Background: an optimization exercise with open tools, aiming at small area and few clock cycles per item. Do not read the settings as production practice. RTL that was checked went through simulation tests only; none was proved equivalent to the original. Power figures rest on the tool's default switching activity, not on a simulated workload.

==> module tbs_stats, before the edit <==
module tbs_stats (
  input  logic clk_i,
  input  logic rst_ni,
  input  logic accept_i,
  input  tbs_pkg::in_t  in_data_i,
  input  tbs_pkg::cfg_t cfg_i,
  output tbs_pkg::out_t res_o
);
  logic        fresh_q;
  logic [14:0] min_q, max_q;
  logic [14:0] total_lo_q;
  logic [15:0] total_hi_q;
  logic [15:0] skip_q, norm_q, warn_q, crit_q, shut_q;
  logic        trip_q;
  logic [15:0] pidx_q;
  logic        clr_a, skip_a, smp_a, wipe;
  logic [14:0] t;
  logic        in_normal, in_warning, in_critical, trip_hit;
  logic        lt_min, gt_max;
  function automatic logic le15(input logic [14:0] a, input logic [14:0] b);
    logic r;
    r = 1'b1;
    for (int i = 0; i < 15; i++) r = (!a[i] && b[i]) || (!a[i] && r) || (b[i] && r);
    le15 = r;
  endfunction
  function automatic logic [15:0] cnt_next(input logic [15:0] v, input logic en,
                                           input logic wp);
    logic c;
    c = en && !(&v);
    cnt_next[0] = wp ? en : v[0] ^ c;
    c = c && v[0];
    for (int i = 1; i < 16; i++) begin
      cnt_next[i] = !wp && (v[i] ^ c);
      c = c && v[i];
    end
  endfunction
  assign t      = in_data_i.sample[14:0];
  assign clr_a  = accept_i && in_data_i.action;
  assign skip_a = accept_i && !in_data_i.action && in_data_i.sample[15];
  assign smp_a  = accept_i && !in_data_i.action && !in_data_i.sample[15];
  assign wipe   = clr_a || fresh_q;
  assign in_normal   = le15(t, cfg_i.normal_limit);
  assign in_warning  = le15(t, cfg_i.warning_limit);
  assign in_critical = le15(t, cfg_i.critical_limit);
  assign trip_hit    = le15(cfg_i.trip_level, t);
  assign lt_min      = !le15(min_q, t);
  assign gt_max      = !le15(t, max_q);
  logic [14:0] addend, lo_sum;
  logic        lo_c, ovf;
  always_comb begin
    logic c;
    addend = smp_a ? t : 15'd0;
    c = 1'b0;
    for (int i = 0; i < 15; i++) begin
      lo_sum[i] = total_lo_q[i] ^ addend[i] ^ c;
      c = (total_lo_q[i] && addend[i]) || (c && (total_lo_q[i] ^ addend[i]));
    end
    lo_c = c;
  end
  assign ovf = lo_c && (&total_hi_q) && !fresh_q;
  always_ff @(posedge clk_i or negedge rst_ni) begin
    if (!rst_ni) begin
      fresh_q    <= 1'b1;
      total_lo_q <= '0;
      trip_q     <= 1'b0;
    end else begin
      if (accept_i) fresh_q <= 1'b0;
      if (clr_a) begin
        total_lo_q <= '0;
        trip_q     <= 1'b0;
      end else begin
        total_lo_q <= lo_sum | {15{ovf}};
        trip_q     <= trip_q || (smp_a && trip_hit);
      end
    end
  end
  always_ff @(posedge clk_i) begin
    if (smp_a && (fresh_q || lt_min)) min_q <= t;
    else if (wipe)                    min_q <= LowestReset;
    if (smp_a && (fresh_q || gt_max)) max_q <= t;
    else if (wipe)                    max_q <= '0;
    total_hi_q <= clr_a ? '0 : cnt_next(total_hi_q, lo_c, fresh_q);
    skip_q <= clr_a ? '0 : cnt_next(skip_q, skip_a, fresh_q);
    norm_q <= clr_a ? '0 : cnt_next(norm_q, smp_a && in_normal, fresh_q);
    warn_q <= clr_a ? '0 : cnt_next(warn_q, smp_a && !in_normal && in_warning, fresh_q);
    crit_q <= clr_a ? '0 : cnt_next(crit_q, smp_a && !in_normal && !in_warning && in_critical,
                                    fresh_q);
    shut_q <= clr_a ? '0 : cnt_next(shut_q, smp_a && !in_normal && !in_warning && !in_critical,
                                    fresh_q);
    pidx_q <= clr_a ? '0 : cnt_next(pidx_q, (skip_a || smp_a) && !trip_q &&
                                    !(smp_a && trip_hit), fresh_q);
  end
  assign res_o = {min_q, max_q, total_hi_q, total_lo_q,
                  skip_q, norm_q, warn_q, crit_q, shut_q, trip_q, pidx_q & {16{trip_q}}};
endmodule
==> flow/config.mk <==
export PLATFORM = sky130hd
export DESIGN_NAME = temperature_band_statistics
export DESIGN_NICKNAME = temperature_band_statistics
export VERILOG_FILES = /design/flow/design.v
export SDC_FILE = /design/flow/constraint.sdc
export NUM_CORES = 4
export LEC_CHECK = 0
export CAP_MARGIN = 20
export CORE_MARGIN = 2
export CORE_UTILIZATION = 40
export SLEW_MARGIN = 20
==> flow/constraint.sdc <==
create_clock -name core_clock -period 6.0 [get_ports {clk_i}]
set_input_delay 1.2000 -clock core_clock [delete_from_list [all_inputs] [get_ports {clk_i}]]
set_output_delay 1.2000 -clock core_clock [all_outputs]
set_load 0.01 [all_outputs]
standard.sh (not shown) runs the stock make flow with config.mk's settings and CLKGATE_MAP_FILE= SYNTH_SCRIPT=/design/flow/synth_recipe.tcl, a recipe that flattens the netlist after the stock synthesis.
==> flow/flow/run.sh <==
#!/bin/bash
# Own flow: the standard layout (standard.sh, unchanged synthesis), with
#  - port buffers made with the smallest buffer (buf_1) instead of the one buffer_ports picks,
#  - clock tree from small clock buffers, without dummy loads.
set -euo pipefail
export BUFFER_PORTS_ARGS="-buffer_cell sky130_fd_sc_hd__buf_1"
export CTS_ARGS="-sink_clustering_enable -repair_clock_nets -dont_use_dummy_load -buf_list sky130_fd_sc_hd__clkbuf_4"
bash standard.sh > standard_make.log 2>&1
The first run finished but fails on negative setup slack.
Edit:
--- a/flow/design.v
+++ b/flow/design.v
@@ -111,16 +111,16 @@
     for (int i = 0; i < 15; i++) r = (!a[i] && b[i]) || (!a[i] && r) || (b[i] && r);
     le15 = r;
   endfunction
   function automatic logic [15:0] cnt_next(input logic [15:0] v, input logic en,
                                            input logic wp);
-    logic c;
-    c = en && !(&v);
-    cnt_next[0] = wp ? en : v[0] ^ c;
-    c = c && v[0];
-    for (int i = 1; i < 16; i++) begin
-      cnt_next[i] = !wp && (v[i] ^ c);
+    logic g, c;
+    g = en && !(&v);
+    c = g;
+    for (int i = 0; i < 16; i++) begin
+      if (i == 8) c = g && (&v[7:0]);
+      cnt_next[i] = (i == 0) ? (wp ? en : v[i] ^ c) : (!wp && (v[i] ^ c));
       c = c && v[i];
     end
   endfunction
   assign t      = in_data_i.sample[14:0];
   assign clr_a  = accept_i && in_data_i.action;
@@ -134,20 +134,44 @@
   assign lt_min      = !le15(min_q, t);
   assign gt_max      = !le15(t, max_q);
   logic [14:0] addend, lo_sum;
   logic        lo_c, ovf;
   always_comb begin
-    logic c;
+    logic c, c0, c1;
+    logic [14:8] s0, s1;
     addend = smp_a ? t : 15'd0;
     c = 1'b0;
-    for (int i = 0; i < 15; i++) begin
+    for (int i = 0; i < 8; i++) begin
       lo_sum[i] = total_lo_q[i] ^ addend[i] ^ c;
       c = (total_lo_q[i] && addend[i]) || (c && (total_lo_q[i] ^ addend[i]));
     end
-    lo_c = c;
+    c0 = 1'b0;
+    c1 = 1'b1;
+    for (int i = 8; i < 15; i++) begin
+      s0[i] = total_lo_q[i] ^ addend[i] ^ c0;
+      c0 = (total_lo_q[i] && addend[i]) || (c0 && (total_lo_q[i] ^ addend[i]));
+      s1[i] = total_lo_q[i] ^ addend[i] ^ c1;
+      c1 = (total_lo_q[i] && addend[i]) || (c1 && (total_lo_q[i] ^ addend[i]));
+    end
+    lo_sum[14:8] = (s1 & {7{c}}) | (s0 & {7{!c}});
+    lo_c = (c1 & c) | (c0 & !c);
   end
   assign ovf = lo_c && (&total_hi_q) && !fresh_q;
+  logic [15:0] hi_next;
+  always_comb begin
+    logic g, c;
+    g = lo_c && !(&total_hi_q);
+    c = g;
+    for (int i = 0; i < 16; i++) begin
+      if (i == 4)  c = g && (&total_hi_q[3:0]);
+      if (i == 8)  c = g && (&total_hi_q[7:0]);
+      if (i == 12) c = g && (&total_hi_q[11:0]);
+      hi_next[i] = (i == 0) ? (fresh_q ? 1'b0 : total_hi_q[i] ^ c)
+                            : (!fresh_q && (total_hi_q[i] ^ c));
+      c = c && total_hi_q[i];
+    end
+  end
   always_ff @(posedge clk_i or negedge rst_ni) begin
     if (!rst_ni) begin
       fresh_q    <= 1'b1;
       total_lo_q <= '0;
       trip_q     <= 1'b0;
@@ -165,11 +189,11 @@
   always_ff @(posedge clk_i) begin
     if (smp_a && (fresh_q || lt_min)) min_q <= t;
     else if (wipe)                    min_q <= LowestReset;
     if (smp_a && (fresh_q || gt_max)) max_q <= t;
     else if (wipe)                    max_q <= '0;
-    total_hi_q <= clr_a ? '0 : cnt_next(total_hi_q, lo_c, fresh_q);
+    total_hi_q <= clr_a ? '0 : hi_next;
     skip_q <= clr_a ? '0 : cnt_next(skip_q, skip_a, fresh_q);
     norm_q <= clr_a ? '0 : cnt_next(norm_q, smp_a && in_normal, fresh_q);
     warn_q <= clr_a ? '0 : cnt_next(warn_q, smp_a && !in_normal && in_warning, fresh_q);
     crit_q <= clr_a ? '0 : cnt_next(crit_q, smp_a && !in_normal && !in_warning && in_critical,
                                     fresh_q);
Effect: The new run finished with timing, DRC and antenna clean. Sequential cell count stays the same. Critical path depth decreases by 21. Power climbs by about 1.4%. Sequential share of layout area increases by 1.0 points. Via count rises by about 1.2%.
Testbench counts after the change, summed over its fixed seeds: cycles 32,008, items 32,000.
Function not checked in the first run of this note: the RTL went through the layout flow alone.

-- port drivers added, routing unchanged --
The results above use ideal ports. As a check the final layouts listed here were re-extracted and re-timed, cells and wires unchanged.
Step 1: set_driving_cell puts a clkbuf_16 on clk_i and a buf_2 on each other input, an assumption about the parent block.
Step 2 moves the port delays by t, midway between the first and last clock arrival at a register: inputs arrive t later, outputs are due t later. That takes back most of the time a late clock gives input paths.
Slacks: no drivers / after step 1 / after step 2; pairs: no drivers / after step 1.
| run | t (ns) | setup WS [ns] | worst register clock-pin slew, ns | worst data-port slew with drivers (ns) | pins driven straight from the clock port |
|---|---|---|---|---|---|
| the first run | 0.690 | -2.758 / -2.767 / -3.457 | 0.07 / 0.07 | 0.07 | 1 |
| the second run | 0.650 | 0.614 / 0.633 / -0.017 | 0.06 / 0.06 | 0.08 | 1 |
With both steps, setup timing fails in the second run, where it was met with ideal ports. The setup slack of the first run, which loses most, moves by -0.009 ns with the drivers and by -0.699 ns with both steps.
